Background: an optimization exercise with open tools, aiming at small area, a short achievable clock period and few clock cycles. Do not read the settings as production practice.
In this exercise RTL edits were held to simulation tests only and were not proved equivalent to the original.
Power is estimated from default activity; no workload was simulated.

$ cat standard.sh
#!/bin/bash
# synth_recipe.tcl (not shown) runs the flow's synth.tcl, then flattens the netlist and writes it again
# the make line also repeats each setting of config.mk as NAME=value (left out here)
make -C /OpenROAD-flow-scripts/flow DESIGN_CONFIG=/design/flow/config.mk WORK_HOME=/design/flow/orfs CLKGATE_MAP_FILE= SYNTH_SCRIPT=/design/flow/synth_recipe.tcl "${@:-finish}"
$ cat design.v
`default_nettype none
package cpu_isa_pkg;
	typedef logic [15:0] word_t;
	typedef logic [3:0] reg_idx_t;
	typedef enum logic [3:0] {
		HALT  = 4'h0,
		MOV   = 4'h1,
		MOVNZ = 4'h2,
		MOVEZ = 4'h3,
		BUS   = 4'h4,
		MEMR  = 4'h5,
		SET   = 4'h6,
		MEMW  = 4'h7,
		AND   = 4'h8,
		OR    = 4'h9,
		XOR   = 4'hA,
		ADD   = 4'hB,
		SHFT  = 4'hC,
		MUL   = 4'hD,
		GT    = 4'hE,
		EQ    = 4'hF
	} opcode_e;
	typedef struct packed {
		reg_idx_t cond;
		reg_idx_t dst;
		reg_idx_t src;
		opcode_e  op;
	} insn_fields_t;
	typedef struct packed {
		logic       shift_left;
		logic [2:0] shift_amt;
		reg_idx_t   dst;
		reg_idx_t   src;
		opcode_e    op;
	} insn_shift_t;
	typedef union packed {
		insn_fields_t fields;
		insn_shift_t  shift;
	} insn_u;
endpackage
`default_nettype wire
`default_nettype none
package cpu_core_pkg;
	localparam int NUM_REGS = 16;
	localparam int MEM_ADDR_W = 15;
	localparam int PC_W = 16;
	typedef logic [MEM_ADDR_W-1:0] mem_addr_t;
endpackage
`default_nettype wire
`timescale 1ns/10ps
`default_nettype none
module cpu_regfile (
	input  logic                  clk,
	input  logic                  mem_read_ready_stor_reset,
	input  cpu_isa_pkg::reg_idx_t ra_idx,
	output cpu_isa_pkg::word_t    ra_data,
	input  cpu_isa_pkg::reg_idx_t rb_idx,
	output cpu_isa_pkg::word_t    rb_data,
	input  cpu_isa_pkg::reg_idx_t wr_idx,
	input  cpu_isa_pkg::word_t    wr_data,
	input  logic                  wr_en
);
	cpu_isa_pkg::word_t regs [cpu_core_pkg::NUM_REGS];
	cpu_isa_pkg::word_t wd;
	assign wd = mem_read_ready_stor_reset ? '0 : wr_data;
	always_ff @(posedge clk) begin
		for (int i = 0; i < cpu_core_pkg::NUM_REGS; i++) begin
			if (mem_read_ready_stor_reset || (wr_en && wr_idx == 4'(i))) begin
				regs[i] <= wd;
			end
		end
	end
	logic [cpu_core_pkg::NUM_REGS-1:0] ra_sel;
	logic [cpu_core_pkg::NUM_REGS-1:0] rb_sel;
	always_comb begin
		ra_data = '0;
		rb_data = '0;
		for (int i = 0; i < cpu_core_pkg::NUM_REGS; i++) begin
			ra_sel[i] = (ra_idx == 4'(i));
			rb_sel[i] = (rb_idx == 4'(i));
			ra_data = ra_data | (regs[i] & {16{ra_sel[i]}});
			rb_data = rb_data | (regs[i] & {16{rb_sel[i]}});
		end
	end
endmodule
`default_nettype wire
`timescale 1ns/10ps
`default_nettype none
module cpu_alu (
	input  cpu_isa_pkg::word_t op_a,
	input  cpu_isa_pkg::word_t op_b,
	input  cpu_isa_pkg::insn_u insn,
	output cpu_isa_pkg::word_t mul_ls,
	output cpu_isa_pkg::word_t mul_lc,
	output logic [7:0]         mul_hs,
	output logic [7:0]         mul_hc,
	input  cpu_isa_pkg::word_t mul_ls_q,
	input  cpu_isa_pkg::word_t mul_lc_q,
	input  logic [7:0]         mul_hs_q,
	input  logic [7:0]         mul_hc_q,
	output cpu_isa_pkg::word_t result
);
	cpu_isa_pkg::word_t product;
	cpu_mul_p1 cpu_mul_p1_i (
		.a  (op_a),
		.b  (op_b),
		.ls (mul_ls),
		.lc (mul_lc),
		.hs (mul_hs),
		.hc (mul_hc)
	);
	cpu_mul_p2 cpu_mul_p2_i (
		.ls (mul_ls_q),
		.lc (mul_lc_q),
		.hs (mul_hs_q),
		.hc (mul_hc_q),
		.y  (product)
	);
	always_comb begin
		result = '0;
		case (insn.fields.op)
			cpu_isa_pkg::AND: result = op_a & op_b;
			cpu_isa_pkg::OR:  result = op_a | op_b;
			cpu_isa_pkg::XOR: result = op_a ^ op_b;
			cpu_isa_pkg::ADD: result = op_a + op_b;
			cpu_isa_pkg::MUL: result = product;
			cpu_isa_pkg::GT:  result = (op_a > op_b) ? 16'hFFFF : 16'h0000;
			cpu_isa_pkg::EQ:  result = (op_a == op_b) ? 16'hFFFF : 16'h0000;
			cpu_isa_pkg::SHFT: begin
				if (insn.shift.shift_left) begin
					result = op_a << insn.shift.shift_amt;
				end else begin
					result = op_a >> insn.shift.shift_amt;
				end
			end
			default: result = op_a;
		endcase
	end
endmodule
`default_nettype wire
`timescale 1ns/10ps
`default_nettype none
module cpu_mul_p1 (
	input  logic [15:0] a,
	input  logic [15:0] b,
	output logic [15:0] ls,
	output logic [15:0] lc,
	output logic [7:0]  hs,
	output logic [7:0]  hc
);
	logic p1_0;
	assign p1_0 = a[0] & b[0];
	logic p1_1;
	assign p1_1 = a[1] & b[0];
	logic p1_2;
	assign p1_2 = a[2] & b[0];
	logic p1_3;
	assign p1_3 = a[3] & b[0];
	logic p1_4;
	assign p1_4 = a[4] & b[0];
	logic p1_5;
	assign p1_5 = a[5] & b[0];
	logic p1_6;
	assign p1_6 = a[6] & b[0];
	logic p1_7;
	assign p1_7 = a[7] & b[0];
	logic p1_8;
	assign p1_8 = a[8] & b[0];
	logic p1_9;
	assign p1_9 = a[9] & b[0];
	logic p1_10;
	assign p1_10 = a[10] & b[0];
	logic p1_11;
	assign p1_11 = a[11] & b[0];
	logic p1_12;
	assign p1_12 = a[12] & b[0];
	logic p1_13;
	assign p1_13 = a[13] & b[0];
	logic p1_14;
	assign p1_14 = a[14] & b[0];
	logic p1_15;
	assign p1_15 = a[15] & b[0];
	logic p1_16;
	assign p1_16 = a[0] & b[1];
	logic p1_17;
	assign p1_17 = a[1] & b[1];
	logic p1_18;
	assign p1_18 = a[2] & b[1];
	logic p1_19;
	assign p1_19 = a[3] & b[1];
	logic p1_20;
	assign p1_20 = a[4] & b[1];
	logic p1_21;
	assign p1_21 = a[5] & b[1];
	logic p1_22;
	assign p1_22 = a[6] & b[1];
	logic p1_23;
	assign p1_23 = a[7] & b[1];
	logic p1_24;
	assign p1_24 = a[8] & b[1];
	logic p1_25;
	assign p1_25 = a[9] & b[1];
	logic p1_26;
	assign p1_26 = a[10] & b[1];
	logic p1_27;
	assign p1_27 = a[11] & b[1];
	logic p1_28;
	assign p1_28 = a[12] & b[1];
	logic p1_29;
	assign p1_29 = a[13] & b[1];
	logic p1_30;
	assign p1_30 = a[14] & b[1];
	logic p1_31;
	assign p1_31 = a[0] & b[2];
	logic p1_32;
	assign p1_32 = a[1] & b[2];
	logic p1_33;
	assign p1_33 = a[2] & b[2];
	logic p1_34;
	assign p1_34 = a[3] & b[2];
	logic p1_35;
	assign p1_35 = a[4] & b[2];
	logic p1_36;
	assign p1_36 = a[5] & b[2];
	logic p1_37;
	assign p1_37 = a[6] & b[2];
	logic p1_38;
	assign p1_38 = a[7] & b[2];
	logic p1_39;
	assign p1_39 = a[8] & b[2];
	logic p1_40;
	assign p1_40 = a[9] & b[2];
	logic p1_41;
	assign p1_41 = a[10] & b[2];
	logic p1_42;
	assign p1_42 = a[11] & b[2];
	logic p1_43;
	assign p1_43 = a[12] & b[2];
	logic p1_44;
	assign p1_44 = a[13] & b[2];
	logic p1_45;
	assign p1_45 = a[0] & b[3];
	logic p1_46;
	assign p1_46 = a[1] & b[3];
	logic p1_47;
	assign p1_47 = a[2] & b[3];
	logic p1_48;
	assign p1_48 = a[3] & b[3];
	logic p1_49;
	assign p1_49 = a[4] & b[3];
	logic p1_50;
	assign p1_50 = a[5] & b[3];
	logic p1_51;
	assign p1_51 = a[6] & b[3];
	logic p1_52;
	assign p1_52 = a[7] & b[3];
	logic p1_53;
	assign p1_53 = a[8] & b[3];
	logic p1_54;
	assign p1_54 = a[9] & b[3];
	logic p1_55;
	assign p1_55 = a[10] & b[3];
	logic p1_56;
	assign p1_56 = a[11] & b[3];
	logic p1_57;
	assign p1_57 = a[12] & b[3];
	logic p1_58;
	assign p1_58 = a[0] & b[4];
	logic p1_59;
	assign p1_59 = a[1] & b[4];
	logic p1_60;
	assign p1_60 = a[2] & b[4];
	logic p1_61;
	assign p1_61 = a[3] & b[4];
	logic p1_62;
	assign p1_62 = a[4] & b[4];
	logic p1_63;
	assign p1_63 = a[5] & b[4];
	logic p1_64;
	assign p1_64 = a[6] & b[4];
	logic p1_65;
	assign p1_65 = a[7] & b[4];
	logic p1_66;
	assign p1_66 = a[8] & b[4];
	logic p1_67;
	assign p1_67 = a[9] & b[4];
	logic p1_68;
	assign p1_68 = a[10] & b[4];
	logic p1_69;
	assign p1_69 = a[11] & b[4];
	logic p1_70;
	assign p1_70 = a[0] & b[5];
	logic p1_71;
	assign p1_71 = a[1] & b[5];
	logic p1_72;
	assign p1_72 = a[2] & b[5];
	logic p1_73;
	assign p1_73 = a[3] & b[5];
	logic p1_74;
	assign p1_74 = a[4] & b[5];
	logic p1_75;
	assign p1_75 = a[5] & b[5];
	logic p1_76;
	assign p1_76 = a[6] & b[5];
	logic p1_77;
	assign p1_77 = a[7] & b[5];
	logic p1_78;
	assign p1_78 = a[8] & b[5];
	logic p1_79;
	assign p1_79 = a[9] & b[5];
	logic p1_80;
	assign p1_80 = a[10] & b[5];
	logic p1_81;
	assign p1_81 = a[0] & b[6];
	logic p1_82;
	assign p1_82 = a[1] & b[6];
	logic p1_83;
	assign p1_83 = a[2] & b[6];
	logic p1_84;
	assign p1_84 = a[3] & b[6];
	logic p1_85;
	assign p1_85 = a[4] & b[6];
	logic p1_86;
	assign p1_86 = a[5] & b[6];
	logic p1_87;
	assign p1_87 = a[6] & b[6];
	logic p1_88;
	assign p1_88 = a[7] & b[6];
	logic p1_89;
	assign p1_89 = a[8] & b[6];
	logic p1_90;
	assign p1_90 = a[9] & b[6];
	logic p1_91;
	assign p1_91 = a[0] & b[7];
	logic p1_92;
	assign p1_92 = a[1] & b[7];
	logic p1_93;
	assign p1_93 = a[2] & b[7];
	logic p1_94;
	assign p1_94 = a[3] & b[7];
	logic p1_95;
	assign p1_95 = a[4] & b[7];
	logic p1_96;
	assign p1_96 = a[5] & b[7];
	logic p1_97;
	assign p1_97 = a[6] & b[7];
	logic p1_98;
	assign p1_98 = a[7] & b[7];
	logic p1_99;
	assign p1_99 = a[8] & b[7];
	logic p1_100;
	assign p1_100 = p1_6 ^ p1_21;
	logic p1_101;
	assign p1_101 = p1_6 & p1_21;
	logic p1_102;
	assign p1_102 = p1_7 ^ p1_22 ^ p1_36;
	logic p1_103;
	assign p1_103 = (p1_7 & p1_22) | (p1_7 & p1_36) | (p1_22 & p1_36);
	logic p1_104;
	assign p1_104 = p1_49 ^ p1_61;
	logic p1_105;
	assign p1_105 = p1_49 & p1_61;
	logic p1_106;
	assign p1_106 = p1_8 ^ p1_23 ^ p1_37;
	logic p1_107;
	assign p1_107 = (p1_8 & p1_23) | (p1_8 & p1_37) | (p1_23 & p1_37);
	logic p1_108;
	assign p1_108 = p1_50 ^ p1_62 ^ p1_73;
	logic p1_109;
	assign p1_109 = (p1_50 & p1_62) | (p1_50 & p1_73) | (p1_62 & p1_73);
	logic p1_110;
	assign p1_110 = p1_9 ^ p1_24 ^ p1_38;
	logic p1_111;
	assign p1_111 = (p1_9 & p1_24) | (p1_9 & p1_38) | (p1_24 & p1_38);
	logic p1_112;
	assign p1_112 = p1_51 ^ p1_63 ^ p1_74;
	logic p1_113;
	assign p1_113 = (p1_51 & p1_63) | (p1_51 & p1_74) | (p1_63 & p1_74);
	logic p1_114;
	assign p1_114 = p1_10 ^ p1_25 ^ p1_39;
	logic p1_115;
	assign p1_115 = (p1_10 & p1_25) | (p1_10 & p1_39) | (p1_25 & p1_39);
	logic p1_116;
	assign p1_116 = p1_52 ^ p1_64 ^ p1_75;
	logic p1_117;
	assign p1_117 = (p1_52 & p1_64) | (p1_52 & p1_75) | (p1_64 & p1_75);
	logic p1_118;
	assign p1_118 = p1_11 ^ p1_26 ^ p1_40;
	logic p1_119;
	assign p1_119 = (p1_11 & p1_26) | (p1_11 & p1_40) | (p1_26 & p1_40);
	logic p1_120;
	assign p1_120 = p1_53 ^ p1_65 ^ p1_76;
	logic p1_121;
	assign p1_121 = (p1_53 & p1_65) | (p1_53 & p1_76) | (p1_65 & p1_76);
	logic p1_122;
	assign p1_122 = p1_12 ^ p1_27 ^ p1_41;
	logic p1_123;
	assign p1_123 = (p1_12 & p1_27) | (p1_12 & p1_41) | (p1_27 & p1_41);
	logic p1_124;
	assign p1_124 = p1_54 ^ p1_66 ^ p1_77;
	logic p1_125;
	assign p1_125 = (p1_54 & p1_66) | (p1_54 & p1_77) | (p1_66 & p1_77);
	logic p1_126;
	assign p1_126 = p1_13 ^ p1_28 ^ p1_42;
	logic p1_127;
	assign p1_127 = (p1_13 & p1_28) | (p1_13 & p1_42) | (p1_28 & p1_42);
	logic p1_128;
	assign p1_128 = p1_55 ^ p1_67 ^ p1_78;
	logic p1_129;
	assign p1_129 = (p1_55 & p1_67) | (p1_55 & p1_78) | (p1_67 & p1_78);
	logic p1_130;
	assign p1_130 = p1_14 ^ p1_29 ^ p1_43;
	logic p1_131;
	assign p1_131 = (p1_14 & p1_29) | (p1_14 & p1_43) | (p1_29 & p1_43);
	logic p1_132;
	assign p1_132 = p1_56 ^ p1_68 ^ p1_79;
	logic p1_133;
	assign p1_133 = (p1_56 & p1_68) | (p1_56 & p1_79) | (p1_68 & p1_79);
	logic p1_134;
	assign p1_134 = p1_15 ^ p1_30 ^ p1_44;
	logic p1_135;
	assign p1_135 = p1_57 ^ p1_69 ^ p1_80;
	logic p1_136;
	assign p1_136 = p1_4 ^ p1_19;
	logic p1_137;
	assign p1_137 = p1_4 & p1_19;
	logic p1_138;
	assign p1_138 = p1_5 ^ p1_20 ^ p1_34;
	logic p1_139;
	assign p1_139 = (p1_5 & p1_20) | (p1_5 & p1_34) | (p1_20 & p1_34);
	logic p1_140;
	assign p1_140 = p1_47 ^ p1_59;
	logic p1_141;
	assign p1_141 = p1_47 & p1_59;
	logic p1_142;
	assign p1_142 = p1_100 ^ p1_35 ^ p1_48;
	logic p1_143;
	assign p1_143 = (p1_100 & p1_35) | (p1_100 & p1_48) | (p1_35 & p1_48);
	logic p1_144;
	assign p1_144 = p1_60 ^ p1_71 ^ p1_81;
	logic p1_145;
	assign p1_145 = (p1_60 & p1_71) | (p1_60 & p1_81) | (p1_71 & p1_81);
	logic p1_146;
	assign p1_146 = p1_101 ^ p1_102 ^ p1_104;
	logic p1_147;
	assign p1_147 = (p1_101 & p1_102) | (p1_101 & p1_104) | (p1_102 & p1_104);
	logic p1_148;
	assign p1_148 = p1_72 ^ p1_82 ^ p1_91;
	logic p1_149;
	assign p1_149 = (p1_72 & p1_82) | (p1_72 & p1_91) | (p1_82 & p1_91);
	logic p1_150;
	assign p1_150 = p1_103 ^ p1_105 ^ p1_106;
	logic p1_151;
	assign p1_151 = (p1_103 & p1_105) | (p1_103 & p1_106) | (p1_105 & p1_106);
	logic p1_152;
	assign p1_152 = p1_108 ^ p1_83 ^ p1_92;
	logic p1_153;
	assign p1_153 = (p1_108 & p1_83) | (p1_108 & p1_92) | (p1_83 & p1_92);
	logic p1_154;
	assign p1_154 = p1_107 ^ p1_109 ^ p1_110;
	logic p1_155;
	assign p1_155 = (p1_107 & p1_109) | (p1_107 & p1_110) | (p1_109 & p1_110);
	logic p1_156;
	assign p1_156 = p1_112 ^ p1_84 ^ p1_93;
	logic p1_157;
	assign p1_157 = (p1_112 & p1_84) | (p1_112 & p1_93) | (p1_84 & p1_93);
	logic p1_158;
	assign p1_158 = p1_111 ^ p1_113 ^ p1_114;
	logic p1_159;
	assign p1_159 = (p1_111 & p1_113) | (p1_111 & p1_114) | (p1_113 & p1_114);
	logic p1_160;
	assign p1_160 = p1_116 ^ p1_85 ^ p1_94;
	logic p1_161;
	assign p1_161 = (p1_116 & p1_85) | (p1_116 & p1_94) | (p1_85 & p1_94);
	logic p1_162;
	assign p1_162 = p1_115 ^ p1_117 ^ p1_118;
	logic p1_163;
	assign p1_163 = (p1_115 & p1_117) | (p1_115 & p1_118) | (p1_117 & p1_118);
	logic p1_164;
	assign p1_164 = p1_120 ^ p1_86 ^ p1_95;
	logic p1_165;
	assign p1_165 = (p1_120 & p1_86) | (p1_120 & p1_95) | (p1_86 & p1_95);
	logic p1_166;
	assign p1_166 = p1_119 ^ p1_121 ^ p1_122;
	logic p1_167;
	assign p1_167 = (p1_119 & p1_121) | (p1_119 & p1_122) | (p1_121 & p1_122);
	logic p1_168;
	assign p1_168 = p1_124 ^ p1_87 ^ p1_96;
	logic p1_169;
	assign p1_169 = (p1_124 & p1_87) | (p1_124 & p1_96) | (p1_87 & p1_96);
	logic p1_170;
	assign p1_170 = p1_123 ^ p1_125 ^ p1_126;
	logic p1_171;
	assign p1_171 = (p1_123 & p1_125) | (p1_123 & p1_126) | (p1_125 & p1_126);
	logic p1_172;
	assign p1_172 = p1_128 ^ p1_88 ^ p1_97;
	logic p1_173;
	assign p1_173 = (p1_128 & p1_88) | (p1_128 & p1_97) | (p1_88 & p1_97);
	logic p1_174;
	assign p1_174 = p1_127 ^ p1_129 ^ p1_130;
	logic p1_175;
	assign p1_175 = (p1_127 & p1_129) | (p1_127 & p1_130) | (p1_129 & p1_130);
	logic p1_176;
	assign p1_176 = p1_132 ^ p1_89 ^ p1_98;
	logic p1_177;
	assign p1_177 = (p1_132 & p1_89) | (p1_132 & p1_98) | (p1_89 & p1_98);
	logic p1_178;
	assign p1_178 = p1_131 ^ p1_133 ^ p1_134;
	logic p1_179;
	assign p1_179 = p1_135 ^ p1_90 ^ p1_99;
	logic p1_180;
	assign p1_180 = p1_3 ^ p1_18;
	logic p1_181;
	assign p1_181 = p1_3 & p1_18;
	logic p1_182;
	assign p1_182 = p1_136 ^ p1_33 ^ p1_46;
	logic p1_183;
	assign p1_183 = (p1_136 & p1_33) | (p1_136 & p1_46) | (p1_33 & p1_46);
	logic p1_184;
	assign p1_184 = p1_137 ^ p1_138 ^ p1_140;
	logic p1_185;
	assign p1_185 = (p1_137 & p1_138) | (p1_137 & p1_140) | (p1_138 & p1_140);
	logic p1_186;
	assign p1_186 = p1_139 ^ p1_141 ^ p1_142;
	logic p1_187;
	assign p1_187 = (p1_139 & p1_141) | (p1_139 & p1_142) | (p1_141 & p1_142);
	logic p1_188;
	assign p1_188 = p1_143 ^ p1_145 ^ p1_146;
	logic p1_189;
	assign p1_189 = (p1_143 & p1_145) | (p1_143 & p1_146) | (p1_145 & p1_146);
	logic p1_190;
	assign p1_190 = p1_147 ^ p1_149 ^ p1_150;
	logic p1_191;
	assign p1_191 = (p1_147 & p1_149) | (p1_147 & p1_150) | (p1_149 & p1_150);
	logic p1_192;
	assign p1_192 = p1_151 ^ p1_153 ^ p1_154;
	logic p1_193;
	assign p1_193 = (p1_151 & p1_153) | (p1_151 & p1_154) | (p1_153 & p1_154);
	logic p1_194;
	assign p1_194 = p1_155 ^ p1_157 ^ p1_158;
	logic p1_195;
	assign p1_195 = (p1_155 & p1_157) | (p1_155 & p1_158) | (p1_157 & p1_158);
	logic p1_196;
	assign p1_196 = p1_159 ^ p1_161 ^ p1_162;
	logic p1_197;
	assign p1_197 = (p1_159 & p1_161) | (p1_159 & p1_162) | (p1_161 & p1_162);
	logic p1_198;
	assign p1_198 = p1_163 ^ p1_165 ^ p1_166;
	logic p1_199;
	assign p1_199 = (p1_163 & p1_165) | (p1_163 & p1_166) | (p1_165 & p1_166);
	logic p1_200;
	assign p1_200 = p1_167 ^ p1_169 ^ p1_170;
	logic p1_201;
	assign p1_201 = (p1_167 & p1_169) | (p1_167 & p1_170) | (p1_169 & p1_170);
	logic p1_202;
	assign p1_202 = p1_171 ^ p1_173 ^ p1_174;
	logic p1_203;
	assign p1_203 = (p1_171 & p1_173) | (p1_171 & p1_174) | (p1_173 & p1_174);
	logic p1_204;
	assign p1_204 = p1_175 ^ p1_177 ^ p1_178;
	logic p1_205;
	assign p1_205 = p1_2 ^ p1_17;
	logic p1_206;
	assign p1_206 = p1_2 & p1_17;
	logic p1_207;
	assign p1_207 = p1_180 ^ p1_32 ^ p1_45;
	logic p1_208;
	assign p1_208 = (p1_180 & p1_32) | (p1_180 & p1_45) | (p1_32 & p1_45);
	logic p1_209;
	assign p1_209 = p1_181 ^ p1_182 ^ p1_58;
	logic p1_210;
	assign p1_210 = (p1_181 & p1_182) | (p1_181 & p1_58) | (p1_182 & p1_58);
	logic p1_211;
	assign p1_211 = p1_183 ^ p1_184 ^ p1_70;
	logic p1_212;
	assign p1_212 = (p1_183 & p1_184) | (p1_183 & p1_70) | (p1_184 & p1_70);
	logic p1_213;
	assign p1_213 = p1_185 ^ p1_186 ^ p1_144;
	logic p1_214;
	assign p1_214 = (p1_185 & p1_186) | (p1_185 & p1_144) | (p1_186 & p1_144);
	logic p1_215;
	assign p1_215 = p1_187 ^ p1_188 ^ p1_148;
	logic p1_216;
	assign p1_216 = (p1_187 & p1_188) | (p1_187 & p1_148) | (p1_188 & p1_148);
	logic p1_217;
	assign p1_217 = p1_189 ^ p1_190 ^ p1_152;
	logic p1_218;
	assign p1_218 = (p1_189 & p1_190) | (p1_189 & p1_152) | (p1_190 & p1_152);
	logic p1_219;
	assign p1_219 = p1_191 ^ p1_192 ^ p1_156;
	logic p1_220;
	assign p1_220 = (p1_191 & p1_192) | (p1_191 & p1_156) | (p1_192 & p1_156);
	logic p1_221;
	assign p1_221 = p1_193 ^ p1_194 ^ p1_160;
	logic p1_222;
	assign p1_222 = (p1_193 & p1_194) | (p1_193 & p1_160) | (p1_194 & p1_160);
	logic p1_223;
	assign p1_223 = p1_195 ^ p1_196 ^ p1_164;
	logic p1_224;
	assign p1_224 = (p1_195 & p1_196) | (p1_195 & p1_164) | (p1_196 & p1_164);
	logic p1_225;
	assign p1_225 = p1_197 ^ p1_198 ^ p1_168;
	logic p1_226;
	assign p1_226 = (p1_197 & p1_198) | (p1_197 & p1_168) | (p1_198 & p1_168);
	logic p1_227;
	assign p1_227 = p1_199 ^ p1_200 ^ p1_172;
	logic p1_228;
	assign p1_228 = (p1_199 & p1_200) | (p1_199 & p1_172) | (p1_200 & p1_172);
	logic p1_229;
	assign p1_229 = p1_201 ^ p1_202 ^ p1_176;
	logic p1_230;
	assign p1_230 = (p1_201 & p1_202) | (p1_201 & p1_176) | (p1_202 & p1_176);
	logic p1_231;
	assign p1_231 = p1_203 ^ p1_204 ^ p1_179;
	logic p1_232;
	assign p1_232 = a[0] & b[8];
	logic p1_233;
	assign p1_233 = a[1] & b[8];
	logic p1_234;
	assign p1_234 = a[2] & b[8];
	logic p1_235;
	assign p1_235 = a[3] & b[8];
	logic p1_236;
	assign p1_236 = a[4] & b[8];
	logic p1_237;
	assign p1_237 = a[5] & b[8];
	logic p1_238;
	assign p1_238 = a[6] & b[8];
	logic p1_239;
	assign p1_239 = a[7] & b[8];
	logic p1_240;
	assign p1_240 = a[0] & b[9];
	logic p1_241;
	assign p1_241 = a[1] & b[9];
	logic p1_242;
	assign p1_242 = a[2] & b[9];
	logic p1_243;
	assign p1_243 = a[3] & b[9];
	logic p1_244;
	assign p1_244 = a[4] & b[9];
	logic p1_245;
	assign p1_245 = a[5] & b[9];
	logic p1_246;
	assign p1_246 = a[6] & b[9];
	logic p1_247;
	assign p1_247 = a[0] & b[10];
	logic p1_248;
	assign p1_248 = a[1] & b[10];
	logic p1_249;
	assign p1_249 = a[2] & b[10];
	logic p1_250;
	assign p1_250 = a[3] & b[10];
	logic p1_251;
	assign p1_251 = a[4] & b[10];
	logic p1_252;
	assign p1_252 = a[5] & b[10];
	logic p1_253;
	assign p1_253 = a[0] & b[11];
	logic p1_254;
	assign p1_254 = a[1] & b[11];
	logic p1_255;
	assign p1_255 = a[2] & b[11];
	logic p1_256;
	assign p1_256 = a[3] & b[11];
	logic p1_257;
	assign p1_257 = a[4] & b[11];
	logic p1_258;
	assign p1_258 = a[0] & b[12];
	logic p1_259;
	assign p1_259 = a[1] & b[12];
	logic p1_260;
	assign p1_260 = a[2] & b[12];
	logic p1_261;
	assign p1_261 = a[3] & b[12];
	logic p1_262;
	assign p1_262 = a[0] & b[13];
	logic p1_263;
	assign p1_263 = a[1] & b[13];
	logic p1_264;
	assign p1_264 = a[2] & b[13];
	logic p1_265;
	assign p1_265 = a[0] & b[14];
	logic p1_266;
	assign p1_266 = a[1] & b[14];
	logic p1_267;
	assign p1_267 = a[0] & b[15];
	logic p1_268;
	assign p1_268 = p1_238 ^ p1_245;
	logic p1_269;
	assign p1_269 = p1_238 & p1_245;
	logic p1_270;
	assign p1_270 = p1_239 ^ p1_246 ^ p1_252;
	logic p1_271;
	assign p1_271 = p1_257 ^ p1_261;
	logic p1_272;
	assign p1_272 = p1_236 ^ p1_243;
	logic p1_273;
	assign p1_273 = p1_236 & p1_243;
	logic p1_274;
	assign p1_274 = p1_237 ^ p1_244 ^ p1_250;
	logic p1_275;
	assign p1_275 = (p1_237 & p1_244) | (p1_237 & p1_250) | (p1_244 & p1_250);
	logic p1_276;
	assign p1_276 = p1_255 ^ p1_259;
	logic p1_277;
	assign p1_277 = p1_255 & p1_259;
	logic p1_278;
	assign p1_278 = p1_268 ^ p1_251 ^ p1_256;
	logic p1_279;
	assign p1_279 = (p1_268 & p1_251) | (p1_268 & p1_256) | (p1_251 & p1_256);
	logic p1_280;
	assign p1_280 = p1_260 ^ p1_263 ^ p1_265;
	logic p1_281;
	assign p1_281 = (p1_260 & p1_263) | (p1_260 & p1_265) | (p1_263 & p1_265);
	logic p1_282;
	assign p1_282 = p1_269 ^ p1_270 ^ p1_271;
	logic p1_283;
	assign p1_283 = p1_264 ^ p1_266 ^ p1_267;
	logic p1_284;
	assign p1_284 = p1_235 ^ p1_242;
	logic p1_285;
	assign p1_285 = p1_235 & p1_242;
	logic p1_286;
	assign p1_286 = p1_272 ^ p1_249 ^ p1_254;
	logic p1_287;
	assign p1_287 = (p1_272 & p1_249) | (p1_272 & p1_254) | (p1_249 & p1_254);
	logic p1_288;
	assign p1_288 = p1_273 ^ p1_274 ^ p1_276;
	logic p1_289;
	assign p1_289 = (p1_273 & p1_274) | (p1_273 & p1_276) | (p1_274 & p1_276);
	logic p1_290;
	assign p1_290 = p1_275 ^ p1_277 ^ p1_278;
	logic p1_291;
	assign p1_291 = (p1_275 & p1_277) | (p1_275 & p1_278) | (p1_277 & p1_278);
	logic p1_292;
	assign p1_292 = p1_279 ^ p1_281 ^ p1_282;
	logic p1_293;
	assign p1_293 = p1_234 ^ p1_241;
	logic p1_294;
	assign p1_294 = p1_234 & p1_241;
	logic p1_295;
	assign p1_295 = p1_284 ^ p1_248 ^ p1_253;
	logic p1_296;
	assign p1_296 = (p1_284 & p1_248) | (p1_284 & p1_253) | (p1_248 & p1_253);
	logic p1_297;
	assign p1_297 = p1_285 ^ p1_286 ^ p1_258;
	logic p1_298;
	assign p1_298 = (p1_285 & p1_286) | (p1_285 & p1_258) | (p1_286 & p1_258);
	logic p1_299;
	assign p1_299 = p1_287 ^ p1_288 ^ p1_262;
	logic p1_300;
	assign p1_300 = (p1_287 & p1_288) | (p1_287 & p1_262) | (p1_288 & p1_262);
	logic p1_301;
	assign p1_301 = p1_289 ^ p1_290 ^ p1_280;
	logic p1_302;
	assign p1_302 = (p1_289 & p1_290) | (p1_289 & p1_280) | (p1_290 & p1_280);
	logic p1_303;
	assign p1_303 = p1_291 ^ p1_292 ^ p1_283;
	assign ls = {p1_230, p1_228, p1_226, p1_224, p1_222, p1_220, p1_218, p1_216, p1_214, p1_212, p1_210, p1_208, p1_206, p1_205, p1_1, p1_0};
	assign lc = {p1_231, p1_229, p1_227, p1_225, p1_223, p1_221, p1_219, p1_217, p1_215, p1_213, p1_211, p1_209, p1_207, p1_31, p1_16, 1'b0};
	assign hs = {p1_302, p1_300, p1_298, p1_296, p1_294, p1_293, p1_233, p1_232};
	assign hc = {p1_303, p1_301, p1_299, p1_297, p1_295, p1_247, p1_240, 1'b0};
endmodule
module cpu_mul_p2 (
	input  logic [15:0] ls,
	input  logic [15:0] lc,
	input  logic [7:0]  hs,
	input  logic [7:0]  hc,
	output logic [15:0] y
);
	logic p2_0;
	assign p2_0 = ls[8] ^ lc[8];
	logic p2_1;
	assign p2_1 = ls[8] & lc[8];
	logic p2_2;
	assign p2_2 = ls[9] ^ lc[9] ^ hs[1];
	logic p2_3;
	assign p2_3 = (ls[9] & lc[9]) | (ls[9] & hs[1]) | (lc[9] & hs[1]);
	logic p2_4;
	assign p2_4 = ls[10] ^ lc[10] ^ hs[2];
	logic p2_5;
	assign p2_5 = (ls[10] & lc[10]) | (ls[10] & hs[2]) | (lc[10] & hs[2]);
	logic p2_6;
	assign p2_6 = ls[11] ^ lc[11] ^ hs[3];
	logic p2_7;
	assign p2_7 = (ls[11] & lc[11]) | (ls[11] & hs[3]) | (lc[11] & hs[3]);
	logic p2_8;
	assign p2_8 = ls[12] ^ lc[12] ^ hs[4];
	logic p2_9;
	assign p2_9 = (ls[12] & lc[12]) | (ls[12] & hs[4]) | (lc[12] & hs[4]);
	logic p2_10;
	assign p2_10 = ls[13] ^ lc[13] ^ hs[5];
	logic p2_11;
	assign p2_11 = (ls[13] & lc[13]) | (ls[13] & hs[5]) | (lc[13] & hs[5]);
	logic p2_12;
	assign p2_12 = ls[14] ^ lc[14] ^ hs[6];
	logic p2_13;
	assign p2_13 = (ls[14] & lc[14]) | (ls[14] & hs[6]) | (lc[14] & hs[6]);
	logic p2_14;
	assign p2_14 = ls[15] ^ lc[15] ^ hs[7];
	logic p2_15;
	assign p2_15 = p2_0 ^ hs[0];
	logic p2_16;
	assign p2_16 = p2_0 & hs[0];
	logic p2_17;
	assign p2_17 = p2_1 ^ p2_2 ^ hc[1];
	logic p2_18;
	assign p2_18 = (p2_1 & p2_2) | (p2_1 & hc[1]) | (p2_2 & hc[1]);
	logic p2_19;
	assign p2_19 = p2_3 ^ p2_4 ^ hc[2];
	logic p2_20;
	assign p2_20 = (p2_3 & p2_4) | (p2_3 & hc[2]) | (p2_4 & hc[2]);
	logic p2_21;
	assign p2_21 = p2_5 ^ p2_6 ^ hc[3];
	logic p2_22;
	assign p2_22 = (p2_5 & p2_6) | (p2_5 & hc[3]) | (p2_6 & hc[3]);
	logic p2_23;
	assign p2_23 = p2_7 ^ p2_8 ^ hc[4];
	logic p2_24;
	assign p2_24 = (p2_7 & p2_8) | (p2_7 & hc[4]) | (p2_8 & hc[4]);
	logic p2_25;
	assign p2_25 = p2_9 ^ p2_10 ^ hc[5];
	logic p2_26;
	assign p2_26 = (p2_9 & p2_10) | (p2_9 & hc[5]) | (p2_10 & hc[5]);
	logic p2_27;
	assign p2_27 = p2_11 ^ p2_12 ^ hc[6];
	logic p2_28;
	assign p2_28 = (p2_11 & p2_12) | (p2_11 & hc[6]) | (p2_12 & hc[6]);
	logic p2_29;
	assign p2_29 = p2_13 ^ p2_14 ^ hc[7];
	logic p2_30;
	assign p2_30 = ls[0] & lc[0];
	logic p2_31;
	assign p2_31 = ls[0] ^ lc[0];
	logic p2_32;
	assign p2_32 = ls[1] & lc[1];
	logic p2_33;
	assign p2_33 = ls[1] ^ lc[1];
	logic p2_34;
	assign p2_34 = ls[2] & lc[2];
	logic p2_35;
	assign p2_35 = ls[2] ^ lc[2];
	logic p2_36;
	assign p2_36 = ls[3] & lc[3];
	logic p2_37;
	assign p2_37 = ls[3] ^ lc[3];
	logic p2_38;
	assign p2_38 = ls[4] & lc[4];
	logic p2_39;
	assign p2_39 = ls[4] ^ lc[4];
	logic p2_40;
	assign p2_40 = ls[5] & lc[5];
	logic p2_41;
	assign p2_41 = ls[5] ^ lc[5];
	logic p2_42;
	assign p2_42 = ls[6] & lc[6];
	logic p2_43;
	assign p2_43 = ls[6] ^ lc[6];
	logic p2_44;
	assign p2_44 = ls[7] & lc[7];
	logic p2_45;
	assign p2_45 = ls[7] ^ lc[7];
	logic p2_46;
	assign p2_46 = p2_15 & hc[0];
	logic p2_47;
	assign p2_47 = p2_15 ^ hc[0];
	logic p2_48;
	assign p2_48 = p2_16 & p2_17;
	logic p2_49;
	assign p2_49 = p2_16 ^ p2_17;
	logic p2_50;
	assign p2_50 = p2_18 & p2_19;
	logic p2_51;
	assign p2_51 = p2_18 ^ p2_19;
	logic p2_52;
	assign p2_52 = p2_20 & p2_21;
	logic p2_53;
	assign p2_53 = p2_20 ^ p2_21;
	logic p2_54;
	assign p2_54 = p2_22 & p2_23;
	logic p2_55;
	assign p2_55 = p2_22 ^ p2_23;
	logic p2_56;
	assign p2_56 = p2_24 & p2_25;
	logic p2_57;
	assign p2_57 = p2_24 ^ p2_25;
	logic p2_58;
	assign p2_58 = p2_26 & p2_27;
	logic p2_59;
	assign p2_59 = p2_26 ^ p2_27;
	logic p2_60;
	assign p2_60 = p2_28 & p2_29;
	logic p2_61;
	assign p2_61 = p2_28 ^ p2_29;
	logic p2_62;
	assign p2_62 = p2_32 | (p2_33 & p2_30);
	logic p2_63;
	assign p2_63 = p2_33 & p2_31;
	logic p2_64;
	assign p2_64 = p2_36 | (p2_37 & p2_34);
	logic p2_65;
	assign p2_65 = p2_37 & p2_35;
	logic p2_66;
	assign p2_66 = p2_40 | (p2_41 & p2_38);
	logic p2_67;
	assign p2_67 = p2_41 & p2_39;
	logic p2_68;
	assign p2_68 = p2_44 | (p2_45 & p2_42);
	logic p2_69;
	assign p2_69 = p2_45 & p2_43;
	logic p2_70;
	assign p2_70 = p2_48 | (p2_49 & p2_46);
	logic p2_71;
	assign p2_71 = p2_49 & p2_47;
	logic p2_72;
	assign p2_72 = p2_52 | (p2_53 & p2_50);
	logic p2_73;
	assign p2_73 = p2_53 & p2_51;
	logic p2_74;
	assign p2_74 = p2_56 | (p2_57 & p2_54);
	logic p2_75;
	assign p2_75 = p2_57 & p2_55;
	logic p2_76;
	assign p2_76 = p2_60 | (p2_61 & p2_58);
	logic p2_77;
	assign p2_77 = p2_61 & p2_59;
	logic p2_78;
	assign p2_78 = p2_34 | (p2_35 & p2_62);
	logic p2_79;
	assign p2_79 = p2_35 & p2_63;
	logic p2_80;
	assign p2_80 = p2_64 | (p2_65 & p2_62);
	logic p2_81;
	assign p2_81 = p2_65 & p2_63;
	logic p2_82;
	assign p2_82 = p2_42 | (p2_43 & p2_66);
	logic p2_83;
	assign p2_83 = p2_43 & p2_67;
	logic p2_84;
	assign p2_84 = p2_68 | (p2_69 & p2_66);
	logic p2_85;
	assign p2_85 = p2_69 & p2_67;
	logic p2_86;
	assign p2_86 = p2_50 | (p2_51 & p2_70);
	logic p2_87;
	assign p2_87 = p2_51 & p2_71;
	logic p2_88;
	assign p2_88 = p2_72 | (p2_73 & p2_70);
	logic p2_89;
	assign p2_89 = p2_73 & p2_71;
	logic p2_90;
	assign p2_90 = p2_58 | (p2_59 & p2_74);
	logic p2_91;
	assign p2_91 = p2_59 & p2_75;
	logic p2_92;
	assign p2_92 = p2_76 | (p2_77 & p2_74);
	logic p2_93;
	assign p2_93 = p2_77 & p2_75;
	logic p2_94;
	assign p2_94 = p2_38 | (p2_39 & p2_80);
	logic p2_95;
	assign p2_95 = p2_39 & p2_81;
	logic p2_96;
	assign p2_96 = p2_66 | (p2_67 & p2_80);
	logic p2_97;
	assign p2_97 = p2_67 & p2_81;
	logic p2_98;
	assign p2_98 = p2_82 | (p2_83 & p2_80);
	logic p2_99;
	assign p2_99 = p2_83 & p2_81;
	logic p2_100;
	assign p2_100 = p2_84 | (p2_85 & p2_80);
	logic p2_101;
	assign p2_101 = p2_85 & p2_81;
	logic p2_102;
	assign p2_102 = p2_54 | (p2_55 & p2_88);
	logic p2_103;
	assign p2_103 = p2_55 & p2_89;
	logic p2_104;
	assign p2_104 = p2_74 | (p2_75 & p2_88);
	logic p2_105;
	assign p2_105 = p2_75 & p2_89;
	logic p2_106;
	assign p2_106 = p2_90 | (p2_91 & p2_88);
	logic p2_107;
	assign p2_107 = p2_91 & p2_89;
	logic p2_108;
	assign p2_108 = p2_92 | (p2_93 & p2_88);
	logic p2_109;
	assign p2_109 = p2_93 & p2_89;
	logic p2_110;
	assign p2_110 = p2_46 | (p2_47 & p2_100);
	logic p2_111;
	assign p2_111 = p2_47 & p2_101;
	logic p2_112;
	assign p2_112 = p2_70 | (p2_71 & p2_100);
	logic p2_113;
	assign p2_113 = p2_71 & p2_101;
	logic p2_114;
	assign p2_114 = p2_86 | (p2_87 & p2_100);
	logic p2_115;
	assign p2_115 = p2_87 & p2_101;
	logic p2_116;
	assign p2_116 = p2_88 | (p2_89 & p2_100);
	logic p2_117;
	assign p2_117 = p2_89 & p2_101;
	logic p2_118;
	assign p2_118 = p2_102 | (p2_103 & p2_100);
	logic p2_119;
	assign p2_119 = p2_103 & p2_101;
	logic p2_120;
	assign p2_120 = p2_104 | (p2_105 & p2_100);
	logic p2_121;
	assign p2_121 = p2_105 & p2_101;
	logic p2_122;
	assign p2_122 = p2_106 | (p2_107 & p2_100);
	logic p2_123;
	assign p2_123 = p2_107 & p2_101;
	logic p2_124;
	assign p2_124 = p2_108 | (p2_109 & p2_100);
	logic p2_125;
	assign p2_125 = p2_109 & p2_101;
	logic p2_126;
	assign p2_126 = p2_33 ^ p2_30;
	logic p2_127;
	assign p2_127 = p2_35 ^ p2_62;
	logic p2_128;
	assign p2_128 = p2_37 ^ p2_78;
	logic p2_129;
	assign p2_129 = p2_39 ^ p2_80;
	logic p2_130;
	assign p2_130 = p2_41 ^ p2_94;
	logic p2_131;
	assign p2_131 = p2_43 ^ p2_96;
	logic p2_132;
	assign p2_132 = p2_45 ^ p2_98;
	logic p2_133;
	assign p2_133 = p2_47 ^ p2_100;
	logic p2_134;
	assign p2_134 = p2_49 ^ p2_110;
	logic p2_135;
	assign p2_135 = p2_51 ^ p2_112;
	logic p2_136;
	assign p2_136 = p2_53 ^ p2_114;
	logic p2_137;
	assign p2_137 = p2_55 ^ p2_116;
	logic p2_138;
	assign p2_138 = p2_57 ^ p2_118;
	logic p2_139;
	assign p2_139 = p2_59 ^ p2_120;
	logic p2_140;
	assign p2_140 = p2_61 ^ p2_122;
	assign y = {p2_140, p2_139, p2_138, p2_137, p2_136, p2_135, p2_134, p2_133, p2_132, p2_131, p2_130, p2_129, p2_128, p2_127, p2_126, p2_31};
endmodule
`default_nettype wire
`timescale 1ns/10ps
`default_nettype none
module cpu_control (
	input  logic                    clk,
	input  logic                    mem_read_ready_stor_reset,
	output cpu_isa_pkg::word_t      prog_addr,
	input  cpu_isa_pkg::word_t      prog_data,
	output cpu_isa_pkg::reg_idx_t   ra_idx,
	input  cpu_isa_pkg::word_t      ra_data,
	output cpu_isa_pkg::reg_idx_t   rb_idx,
	input  cpu_isa_pkg::word_t      rb_data,
	output cpu_isa_pkg::reg_idx_t   wr_idx,
	output cpu_isa_pkg::word_t      wr_data,
	output logic                    wr_en,
	output cpu_isa_pkg::insn_u      alu_insn,
	output cpu_isa_pkg::word_t      alu_a,
	output cpu_isa_pkg::word_t      alu_b,
	input  cpu_isa_pkg::word_t      alu_result,
	input  cpu_isa_pkg::word_t      mul_ls,
	input  cpu_isa_pkg::word_t      mul_lc,
	input  logic [7:0]              mul_hs,
	input  logic [7:0]              mul_hc,
	output cpu_isa_pkg::word_t      mul_ls_q,
	output cpu_isa_pkg::word_t      mul_lc_q,
	output logic [7:0]              mul_hs_q,
	output logic [7:0]              mul_hc_q,
	output logic                    mem_req,
	output logic                    mem_we,
	output cpu_core_pkg::mem_addr_t mem_addr,
	output cpu_isa_pkg::word_t      mem_wdata,
	input  cpu_isa_pkg::word_t      mem_rdata,
	input  logic                    mem_ready,
	output logic                    halted
);
	cpu_isa_pkg::word_t pc_q;
	cpu_isa_pkg::insn_u ir_d;
	cpu_isa_pkg::insn_u ir_x;
	cpu_isa_pkg::word_t opa_q;
	cpu_isa_pkg::word_t opb_q;
	logic req_q;
	logic we_q;
	logic halt_pend_q;
	logic halted_q;
	logic mul_ph_q;
	cpu_isa_pkg::word_t ls_q;
	cpu_isa_pkg::word_t lc_q;
	logic [7:0] hs_q;
	logic [7:0] hc_q;
	logic mul_wait;
	cpu_isa_pkg::opcode_e d_op;
	cpu_isa_pkg::opcode_e x_op;
	logic d_set;
	logic d_mem;
	logic f_halt;
	logic stall;
	logic cond_hit;
	logic x_wr;
	cpu_isa_pkg::word_t fwd_a;
	cpu_isa_pkg::word_t fwd_b;
	assign d_op = ir_d.fields.op;
	assign x_op = ir_x.fields.op;
	assign d_set = (d_op == cpu_isa_pkg::SET);
	assign d_mem = (d_op == cpu_isa_pkg::MEMR) || (d_op == cpu_isa_pkg::MEMW);
	assign f_halt = !d_set &&
		((prog_data[3:0] == cpu_isa_pkg::HALT) || (prog_data[3:0] == cpu_isa_pkg::BUS));
	assign mul_wait = (x_op == cpu_isa_pkg::MUL) && !mul_ph_q;
	assign stall = (req_q && !mem_ready) || mul_wait;
	assign cond_hit = (x_op == cpu_isa_pkg::MOVNZ) ? (opb_q != '0) : (opb_q == '0);
	always_comb begin
		case (x_op)
			cpu_isa_pkg::HALT, cpu_isa_pkg::BUS, cpu_isa_pkg::MEMW: x_wr = 1'b0;
			cpu_isa_pkg::MOVNZ, cpu_isa_pkg::MOVEZ: x_wr = cond_hit;
			default: x_wr = 1'b1;
		endcase
	end
	assign wr_en = x_wr && !mul_wait;
	assign wr_idx = ir_x.fields.dst;
	assign wr_data = (x_op == cpu_isa_pkg::MEMR) ? mem_rdata : alu_result;
	assign ra_idx = ir_d.fields.src;
	assign rb_idx = ir_d.fields.cond;
	assign fwd_a = (x_wr && ir_x.fields.dst == ir_d.fields.src) ? wr_data : ra_data;
	assign fwd_b = (x_wr && ir_x.fields.dst == ir_d.fields.cond) ? wr_data : rb_data;
	always_ff @(posedge clk) begin
		if (mem_read_ready_stor_reset) begin
			pc_q <= '0;
			ir_d.fields.op <= cpu_isa_pkg::HALT;
			ir_x.fields.op <= cpu_isa_pkg::HALT;
			req_q <= 1'b0;
			we_q <= 1'b0;
			halt_pend_q <= 1'b0;
			halted_q <= 1'b0;
			mul_ph_q <= 1'b0;
		end else begin
			mul_ph_q <= (x_op == cpu_isa_pkg::MUL) && !mul_ph_q;
			if (!stall) begin
				ir_x <= ir_d;
				req_q <= d_mem;
				we_q <= (d_op == cpu_isa_pkg::MEMW);
				ir_d[15:4] <= prog_data[15:4];
				if (d_set || f_halt || halt_pend_q || halted_q) begin
					ir_d.fields.op <= cpu_isa_pkg::HALT;
				end else begin
					ir_d.fields.op <= cpu_isa_pkg::opcode_e'(prog_data[3:0]);
				end
				if (!f_halt && !halt_pend_q && !halted_q) begin
					pc_q <= pc_q + 16'd1;
				end
				if (f_halt) begin
					halt_pend_q <= 1'b1;
				end
				if (halt_pend_q) begin
					halted_q <= 1'b1;
				end
			end
		end
	end
	always_ff @(posedge clk) begin
		if (!stall) begin
			opa_q <= d_set ? prog_data : fwd_a;
			opb_q <= fwd_b;
		end
	end
	always_ff @(posedge clk) begin
		ls_q <= mul_ls;
		lc_q <= mul_lc;
		hs_q <= mul_hs;
		hc_q <= mul_hc;
	end
	assign mul_ls_q = ls_q;
	assign mul_lc_q = lc_q;
	assign mul_hs_q = hs_q;
	assign mul_hc_q = hc_q;
	assign alu_insn = ir_x;
	assign alu_a = opa_q;
	assign alu_b = opb_q;
	assign prog_addr = pc_q;
	assign mem_req = req_q;
	assign mem_we = we_q;
	assign mem_addr = opa_q[cpu_core_pkg::MEM_ADDR_W-1:0];
	assign mem_wdata = opb_q;
	assign halted = halted_q;
endmodule
`default_nettype wire
`timescale 1ns/10ps
`default_nettype none
module cpu_top (
	input  logic                    clk,
	input  logic                    mem_read_ready_stor_reset,
	output cpu_isa_pkg::word_t      prog_addr,
	input  cpu_isa_pkg::word_t      prog_data,
	output logic                    mem_req,
	output logic                    mem_we,
	output cpu_core_pkg::mem_addr_t mem_addr,
	output cpu_isa_pkg::word_t      mem_wdata,
	input  cpu_isa_pkg::word_t      mem_rdata,
	input  logic                    mem_ready,
	output logic                    halted
);
	cpu_isa_pkg::reg_idx_t ra_idx;
	cpu_isa_pkg::word_t ra_data;
	cpu_isa_pkg::reg_idx_t rb_idx;
	cpu_isa_pkg::word_t rb_data;
	cpu_isa_pkg::reg_idx_t wr_idx;
	cpu_isa_pkg::word_t wr_data;
	logic wr_en;
	cpu_isa_pkg::insn_u alu_insn;
	cpu_isa_pkg::word_t alu_result;
	cpu_isa_pkg::word_t mul_ls;
	cpu_isa_pkg::word_t mul_lc;
	cpu_isa_pkg::word_t mul_ls_q;
	cpu_isa_pkg::word_t mul_lc_q;
	logic [7:0] mul_hs;
	logic [7:0] mul_hc;
	logic [7:0] mul_hs_q;
	logic [7:0] mul_hc_q;
	cpu_isa_pkg::word_t alu_a;
	cpu_isa_pkg::word_t alu_b;
	cpu_control cpu_control_i (
		.clk                       (clk),
		.mem_read_ready_stor_reset (mem_read_ready_stor_reset),
		.prog_addr                 (prog_addr),
		.prog_data                 (prog_data),
		.ra_idx                    (ra_idx),
		.ra_data                   (ra_data),
		.rb_idx                    (rb_idx),
		.rb_data                   (rb_data),
		.wr_idx                    (wr_idx),
		.wr_data                   (wr_data),
		.wr_en                     (wr_en),
		.alu_insn                  (alu_insn),
		.alu_a                     (alu_a),
		.alu_b                     (alu_b),
		.alu_result                (alu_result),
		.mul_ls                    (mul_ls),
		.mul_lc                    (mul_lc),
		.mul_hs                    (mul_hs),
		.mul_hc                    (mul_hc),
		.mul_ls_q                  (mul_ls_q),
		.mul_lc_q                  (mul_lc_q),
		.mul_hs_q                  (mul_hs_q),
		.mul_hc_q                  (mul_hc_q),
		.mem_req                   (mem_req),
		.mem_we                    (mem_we),
		.mem_addr                  (mem_addr),
		.mem_wdata                 (mem_wdata),
		.mem_rdata                 (mem_rdata),
		.mem_ready                 (mem_ready),
		.halted                    (halted)
	);
	cpu_regfile cpu_regfile_i (
		.clk                       (clk),
		.mem_read_ready_stor_reset (mem_read_ready_stor_reset),
		.ra_idx                    (ra_idx),
		.ra_data                   (ra_data),
		.rb_idx                    (rb_idx),
		.rb_data                   (rb_data),
		.wr_idx                    (wr_idx),
		.wr_data                   (wr_data),
		.wr_en                     (wr_en)
	);
	cpu_alu cpu_alu_i (
		.op_a    (alu_a),
		.op_b    (alu_b),
		.insn    (alu_insn),
		.mul_ls   (mul_ls),
		.mul_lc   (mul_lc),
		.mul_hs   (mul_hs),
		.mul_hc   (mul_hc),
		.mul_ls_q (mul_ls_q),
		.mul_lc_q (mul_lc_q),
		.mul_hs_q (mul_hs_q),
		.mul_hc_q (mul_hc_q),
		.result  (alu_result)
	);
endmodule
`default_nettype wire
$ cat flow/run.sh
#!/bin/bash
# Standard ORFS layout, with repair_timing aiming for extra setup slack and
# plain buffers (instead of delay cells) on the ports
set -euo pipefail
bash standard.sh SETUP_SLACK_MARGIN=6.8 "BUFFER_PORTS_ARGS=-buffer_cell sky130_fd_sc_hd__buf_2" finish > standard_flow.log 2>&1
$ cat config.mk
export PLATFORM = sky130hd
export DESIGN_NAME = cpu_top
export DESIGN_NICKNAME = cpu_top
export VERILOG_FILES = /design/flow/design.v
export SDC_FILE = /design/flow/constraint.sdc
export NUM_CORES = 4
export LEC_CHECK = 0
export CAP_MARGIN = 5
export CORE_MARGIN = 2
export CORE_UTILIZATION = 40
export SLEW_MARGIN = 5
$ cat constraint.sdc
create_clock -name core_clock -period 10.0 [get_ports {clk}]
set_input_delay 2.0000 -clock core_clock [delete_from_list [all_inputs] [get_ports {clk}]]
set_output_delay 2.0000 -clock core_clock [all_outputs]
set_load 0.01 [all_outputs]
==> impl_metrics.env, run 1 <==
export IMPL_antenna_found_initial=1
export IMPL_synth_ff_type="edfxtp_1"
export IMPL_synth_area_leaders="edfxtp_1 42%, fa_1 7.4%, dfxtp_1 6.8%"
export IMPL_dp_hpwl_mm=56.7
export IMPL_finalSetupTns_ns=0
export IMPL_synth_cell_type_count=81
export IMPL_p_seq_share_pct=33.5
export IMPL_gp_congestion=0.979
export IMPL_insertion_delay_ns=0.61
export IMPL_crit_required_ns=10.29
export IMPL_grt_pass1_vias=19100
export IMPL_crit_path_cell_trace="fa_1, inv_1, fa_1, inv_2, ha_4, and2_4, o2111ai_4, o21a_4, a311oi_4, o211ai_1, a21oi_2, buf_6, nor2_4"
export IMPL_initial_core_util_pct=40.4
export IMPL_hold_violations=0
export IMPL_cp_max_fo=8
export IMPL_synth_top_area_share_pct=41.7
export IMPL_finalMaxSlewViolations=0
export IMPL_die_area_sq_um=57400
export IMPL_finClkSkew_ns=0.0413
export IMPL_yosys_area_top_type="edfxtp_1"
export IMPL_syn_num_nets=2179
export IMPL_yosys_register_bits=383
export IMPL_fmax_ghz=0.278
export IMPL_synth_edf_count=308
export IMPL_hold_path_class="flop to flop"
export IMPL_crit_path_top_delay_cell="fa_1"
export IMPL_layout_nets=2452
export IMPL_synth_cells=1986
export IMPL_sw_frac_of_total_pct=36.1
export IMPL_cts_root_buffer="clkbuf_16"
export IMPL_power_density_nw_per_um2=218
export IMPL_drt_iter0_drc=2819
export IMPL_arrival_ns=3.88
export IMPL_gr_total_overflow=0
export IMPL_relSlewSlack_pct=4.39
export IMPL_fillers=4611
export IMPL_vias=19600
export IMPL_drv_cap=0
export IMPL_ir_worst_vdd_uv=162
export IMPL_rows=86
export IMPL_ys_warnings_count=4
export IMPL_cpLargestDelayFamily="adder cells"
export IMPL_crit_buf_inv=3
export IMPL_critPathMaxStageDelay_ns=0.53
export IMPL_routed_wl_mm=94.4
export IMPL_power_clock_fraction_pct=26.0
export IMPL_ioPinCount=85
export IMPL_die_width_um=240
export IMPL_fin_crit_sh_pct=35.9
export IMPL_cts_hold_buf=0
export IMPL_grt_first_pass_wirelength_mm=131
export IMPL_cellInternalPower_mw=4.07
export IMPL_htreeDepth=2
export IMPL_yosysSeqAreaShare_pct=48.4
export IMPL_p_comb_share_pct=40.4
export IMPL_end_kind="flop"
export IMPL_power_switching_mw=2.30
export IMPL_critPathLaunchType="flop"
export IMPL_wl_per_cell_um=31.0
export IMPL_crit_type="flop to flop"
export IMPL_cts_tree="yes"
export IMPL_drt_antenna_violating_nets=0
export IMPL_numCtsBuffers=42
export IMPL_grt_start_max_net_pins=64
export IMPL_viasPerCell=6.45
export IMPL_clk_pin_slew_worst_paths_ns=0.06
export IMPL_setup_violations=0
export IMPL_core_sq_um=55000
export IMPL_area_growth_pct=31.4
export IMPL_max_slew_worst_pin_slew_ns=1.43
export IMPL_dr_pass1_iters=6
export IMPL_netlist_area_sq_um=22200
export IMPL_clock_path_buffers=3
export IMPL_multiInputGateArea_sq_um=11800
export IMPL_crit_top_cell="fa_1"
export IMPL_drive_above_1_share_pct=31.5
export IMPL_ff_latch_area_sq_um=10800
export IMPL_synth_area_per_cell_sq_um=11.2
export IMPL_clkSinkCount=383
export IMPL_leakage_nw=11.2
export IMPL_final_util_pct=53.0
export IMPL_period_minus_slack_ns=3.59
export IMPL_die_y_um=240
export IMPL_remaining_drc_errors=0
export IMPL_io_buffers=84
export IMPL_synthArstFlopShare_pct=0
export IMPL_track_usage_pct=32.1
export IMPL_grt_setup_unrepaired="true"
export IMPL_status="no timing/DRC/antenna violations"
-- synth_stat cells (all sizes together) (11+ instances only) --
master / n
a21o: 11
nor4: 11
o21bai: 15
nand3: 35
a21oi: 75
dfxtp: 75
o22ai: 16
xor2: 22
edfxtp: 308
o21ai: 51
and3: 17
ha: 76
nor3b: 15
nand4: 37
mux4: 11
nand2: 111
a22o: 81
a22oi: 105
a221oi: 82
mux2: 14
fa: 82
inv: 145
nand2b: 11
nor2: 190
nor3: 26
clkbuf: 108
mux2i: 24
xnor2: 41
buf: 34
-- routing by layer --
layer  vias to the layer above  wire length (um)  GRT usage, %
met5                         -                 0             0
met4                         0              6650          18.8
met3                       401             12200          9.78
met2                      1554             42200          50.3
met1                      9620             33300          39.2
li1                       8019                 -             -
-- power groups by stage --
stage	combinational [mW]	clock, mW	sequential, mW
after floorplan	1.15	0	2.13
after global placement	1.69	0	2.22
after detailed placement	1.69	0	2.23
after CTS	2.28	1.66	2.13
after global routing	2.74	1.73	2.16
final	2.58	1.66	2.14
-- final timing paths --
kind / startpoint / end / slack [ns] / cells past startpoint
hold reg to reg: cpu_control_i.ir_d[9]$_DFFE_PP_ / cpu_control_i.ir_x[9]$_DFFE_PP_ / 0.42 / 0
setup reg to reg: cpu_control_i.hs_q[1]$_DFF_P_ / cpu_regfile_i.regs[7][11]$_DFFE_PP_ / 6.41 / 13
hold / removal: cpu_control_i.ir_d[9]$_DFFE_PP_ / cpu_control_i.ir_x[9]$_DFFE_PP_ / 0.42 / 0
setup / recovery: cpu_control_i.hs_q[1]$_DFF_P_ / cpu_regfile_i.regs[7][11]$_DFFE_PP_ / 6.41 / 13
-- stage by stage --
step,setup slack (ns),power (mW),area [sq um],hold slack (ns),cells
final,6.41,6.37,29200,0.418,3040
after global routing,6.29,6.62,29200,0.415,3039
after CTS,6.41,6.08,27800,0.419,2963
after detailed placement,5.33,3.92,23800,0.417,2733
after global placement,5.34,3.90,23800,0.405,2733
after floorplan,6.63,3.28,22400,0.400,1986
-- layout make-up --
class,instances,area share (%)
Timing Repair Buffer,366,12.4
Inverter,148,2.17
Timing Repair inverter,2,0.0429
Clock buffer,49,3.77
Sequential cell,383,36.9
Antenna cell,1,0.00858
Multi-Input combinational cell,1316,40.3
Tap cell,748,3.21
Clock inverter,27,1.22
-- kinds of logic (layout without fill, tap and decap cells) --
family	after synthesis	in the layout	synth area share, %
buffers and inverters	290	592	5.34
adder cells (fa/ha/maj)	158	158	11.7
AO/OA/AOI/OAI	524	524	17.6
other	0	1	0
XOR/XNOR	63	63	2.49
multiplexers	49	49	2.93
flip-flops	383	383	48.4
AND/OR/NAND/NOR	519	522	11.5
-- sequential cells by signal, indices dropped and copies added (netlist names) --
name and cells:
cpu_control_i.we_q 1, cpu_control_i.opa_q 16, cpu_control_i.halted_q 1, cpu_regfile_i.regs 256, cpu_control_i.hc_q 7, cpu_control_i.halt_pend_q 1, cpu_control_i.pc_q 16, cpu_control_i.ls_q 16
cpu_control_i.ir_x 12, cpu_control_i.opb_q 16, cpu_control_i.req_q 1, cpu_control_i.mul_ph_q 1, cpu_control_i.lc_q 15, cpu_control_i.hs_q 8, cpu_control_i.ir_d 16
-- worst reg2reg max path: stages, from the launching register on --
cell	delay, ns
dfxtp_2	0.32
fa_1	0.53
inv_1	0.05
fa_1	0.49
inv_2	0.04
ha_4	0.26
and2_4	0.15
o2111ai_4	0.11
o21a_4	0.23
a311oi_4	0.45
o211ai_1	0.25
a21oi_2	0.19
buf_6	0.17
nor2_4	0.08
-- layout by cell type, fill, tap and decap left out, types with 11 or more instances in the layout --
master,count
edfxtp_1,308
buf_4,174
nor2_1,151
inv_1,114
nand2_1,108
a22oi_1,105
buf_6,84
a221oi_1,82
a22o_1,81
dfxtp_1,66
fa_1,56
ha_1,54
buf_2,53
a21oi_1,52
clkbuf_16,47
o21ai_0,39
nand4_1,37
buf_12,37
xnor2_1,35
nand3_1,33
nor2_4,30
fa_2,26
mux2i_1,24
xor2_1,22
a21oi_2,21
clkinvlp_4,17
and3_1,16
o22ai_1,15
inv_2,15
ha_4,15
mux2_2,13
nor2_2,12
nor3_1,11
a21o_1,11
nor3b_1,11
mux4_2,11
buf_8,11
-- what timing repair did --
action | in CTS | in global routing
setup endpoints to repair | 610 | 598
gates cloned | 5 | 7
pin swaps | 55 | 59
resized for setup | 267 | 168
setup buffers | 149 | 69
Testbench counts, summed over its fixed seeds: cycles 12,249.
==> inputs of run 2 (changes only) <==
==> flow/run.sh (replaced) <==
#!/bin/bash
# Standard ORFS layout, with repair_timing aiming for extra setup slack and
# plain buffers (instead of delay cells) on the ports
set -euo pipefail
bash standard.sh SETUP_SLACK_MARGIN=6.2 "BUFFER_PORTS_ARGS=-buffer_cell sky130_fd_sc_hd__buf_2" finish > standard_flow.log 2>&1
--- a/config.mk
+++ b/config.mk
@@ -7,5 +7,5 @@
 export LEC_CHECK = 0
-export CAP_MARGIN = 5
+export CAP_MARGIN = 20
 export CORE_MARGIN = 2
 export CORE_UTILIZATION = 40
-export SLEW_MARGIN = 5
+export SLEW_MARGIN = 20
==> run 2 against run 1 <==
Effect of this change:
- routed wire length down 6.3%
- core utilization down 6.3 points
- critical endpoint is now cpu_control_i.opa_q[3]$_DFFE_PN_
- cell count down 5.9%
- total power down 10%
- clock skew down 0.013 ns
- sequential power about the same
- sequential share of layout area up 4.9 points
- critical path type unchanged
- non-clock buffer count down 178
==> impl_metrics.env, run 2 <==
export IMPL_synth_ff_type="edfxtp_1"
export IMPL_track_usage_pct=30.5
export IMPL_setup_violations=0
export IMPL_holdPathEnd="cpu_control_i.ir_x[8]$_DFFE_PP_"
export IMPL_max_slew_worst_pin_slew_ns=1.09
export IMPL_syn_num_nets=2179
export IMPL_synth_compound_area_share_pct=17.6
export IMPL_relSlewSlack_pct=27.0
export IMPL_post_synth_top_count_cell="edfxtp_1"
export IMPL_synthXorXnorAreaFrac_pct=2.49
export IMPL_clkSinkCount=383
export IMPL_area_growth_pct=15.9
export IMPL_sw_frac_of_total_pct=37.1
export IMPL_multiInputGateArea_sq_um=10900
export IMPL_cts_root_buffer="clkbuf_16"
export IMPL_p_comb_share_pct=34.4
export IMPL_gr_total_overflow=0
export IMPL_final_common_cell="edfxtp_1"
export IMPL_ir_worst_vdd_uv=155
export IMPL_io_buffers=84
export IMPL_top_register="cpu_regfile_i.regs"
export IMPL_grt_pass1_vias=17800
export IMPL_period_minus_slack_ns=3.91
export IMPL_synth_cells=1986
export IMPL_antenna_found_initial=3
export IMPL_critPathLaunchType="flop"
export IMPL_gp_congestion=0.978
export IMPL_drt_antenna_violating_nets=0
export IMPL_cellInternalPower_mw=3.60
export IMPL_yosys_area_top_type="edfxtp_1"
export IMPL_insertion_delay_ns=0.60
export IMPL_crit_type="flop to flop"
export IMPL_ioPinCount=85
export IMPL_synth_edf_count=308
export IMPL_min_delay_start="cpu_control_i.ir_d[8]$_DFFE_PP_"
export IMPL_drt_iter0_drc=2491
export IMPL_fmax_ghz=0.256
export IMPL_grt_start_max_net_pins=63
export IMPL_fin_crit_sh_pct=39.1
export IMPL_arrival_ns=4.26
export IMPL_r2r_slack_ns=6.09
export IMPL_worstReg2RegEnd="cpu_control_i.opa_q[3]$_DFFE_PN_"
export IMPL_p_seq_share_pct=37.7
export IMPL_synth_commonest_cells="308 x edfxtp_1, 190 x nor2_1, 142 x inv_1"
export IMPL_grt_first_pass_wirelength_mm=125
export IMPL_timing_rr_start="cpu_control_i.ir_x[1]$_SDFFE_PP0N_"
export IMPL_die_y_um=240
export IMPL_finClkSkew_ns=0.0284
export IMPL_synth_area_leaders="edfxtp_1 42%, fa_1 7.4%, dfxtp_1 6.8%"
export IMPL_core_sq_um=55000
export IMPL_netlist_area_sq_um=22200
export IMPL_yosysSeqAreaShare_pct=48.4
export IMPL_grt_setup_unrepaired="true"
export IMPL_numCtsBuffers=43
export IMPL_layout_common_cells="308 x edfxtp_1, 174 x nor2_1, 141 x inv_1"
export IMPL_initial_core_util_pct=40.4
export IMPL_clock_path_buffers=3
export IMPL_htreeDepth=2
export IMPL_hold_path_class="flop to flop"
export IMPL_remaining_drc_errors=0
export IMPL_rows=86
export IMPL_routed_wl_mm=88.4
export IMPL_wl_per_cell_um=30.9
export IMPL_vias=18400
export IMPL_die_width_um=240
export IMPL_hold_depth=0
export IMPL_power_density_nw_per_um2=223
export IMPL_dp_hpwl_mm=58.3
export IMPL_leakage_nw=9.85
export IMPL_finalMaxSlewViolations=0
export IMPL_status="no timing/DRC/antenna violations"
## run 2: changes by cell type in the layout (fill, tap and decap cells not counted), moves of 13 or more
cell / before / now
buf_4: 174 / 102
fa_1: 56 / 82
nor2_1: 151 / 174
inv_1: 114 / 141
ha_4: 15 / 2
buf_12: 37 / 1
ha_1: 54 / 73
fa_2: 26 / 0
buf_6: 84 / 1
buf_2: 53 / 84
nor2_4: 30 / 10
## run 2: how the worst max path moves through the flow
stage | slack (ns) | end | from | cells past startpoint
finish | 6.09 | cpu_control_i.opa_q[3]$_DFFE_PN_ | cpu_control_i.ir_x[1]$_SDFFE_PP0N_ | 7
global route | 6.02 | cpu_regfile_i.regs[9][12]$_DFFE_PP_ | cpu_control_i.hs_q[1]$_DFF_P_ | 12
CTS | 6.08 | cpu_regfile_i.regs[8][9]$_DFFE_PP_ | cpu_control_i.hs_q[1]$_DFF_P_ | 11
detailed placement | 5.23 | cpu_regfile_i.regs[4][15]$_DFFE_PP_ | cpu_control_i.opa_q[10]$_DFFE_PN_ | 9
global placement | 5.43 | cpu_regfile_i.regs[14][15]$_DFFE_PP_ | cpu_control_i.opa_q[10]$_DFFE_PN_ | 9
floorplan | 6.27 | cpu_control_i.ir_d[10]$_DFFE_PP_ | mem_ready | 4
## run 2: cells by family (layout without fill, tap and decap cells)
logic type / after synthesis / after routing
and+or+nand+nor: 519 / 520
AOI/OAI and AO/OA: 524 / 524
muxes: 49 / 49
buffers and inverters: 290 / 416
DFF: 383 / 383
other: 0 / 1
adders and majority gates: 158 / 158
xor gates and xnor gates: 63 / 63
## run 2: cell type report
class | count | area share (%)
multi-input cells | 1314 | 42.2
flip-flops and latches | 383 | 41.8
repair buffers | 188 | 4.73
clock buffers | 53 | 4.45
well taps | 748 | 3.64
inverters | 148 | 2.18
clock inverters | 27 | 1.04
diodes | 1 | 0.00973
## run 2: worst max-delay path, cell delays in order (launching register included)
cell	delay, ns
dfxtp_1	0.90
nand4bb_1	0.72
o22ai_1	0.17
a221o_1	0.32
a2111oi_1	0.97
o21ai_0	0.32
nor2_1	0.17
o21ai_0	0.10
## run 2: what timing repair did
action	in CTS	in global routing
hold buffers	0	0
setup endpoints to repair	296	338
pin swaps	1	9
buffers inserted	19	18
resized for setup	42	28
gates cloned	0	1
## run 2: power groups by stage
stage          registers (mW)  clock network [mW]  logic, mW
6_report                 2.16                1.59       1.97
4_1_cts                  2.16                1.61       1.86
3_5_place_dp             2.24                   0       1.74
5_1_grt                  2.18                1.68       2.12
3_3_place_gp             2.23                   0       1.74
2_1_floorplan            2.13                   0       1.11
## run 2: metal layers
metal	part of all wire [%]	wire, um	GRT usage (%)	vias up
li1	-	-	-	7672
met1	37	32700	39.0	9076
met2	46	40500	48.7	1293
met3	11	9550	6.13	357
met4	6.3	5570	16.8	4
met5	0.089	79	0	-
## run 2: per-stage QoR
step	cell area, sq um	instances	setup WS [ns]	utilization, %	hold slack (ns)
CTS	25400	2842	6.08	46.2	0.418
finish	25700	2862	6.09	46.8	0.415
global placement	23700	2743	5.43	43.1	0.407
floorplan	22200	1986	6.27	-	0.400
global route	25700	2861	6.02	46.8	0.413
detailed placement	23700	2743	5.23	43.1	0.410

Check on run 2: ideal ports give 6.088 ns setup slack; a clkbuf_16 on the clock port and buf_2 on the inputs give 6.088 ns; moving port delays by the midpoint clock arrival (0.649 ns) as well gives 5.878 ns.
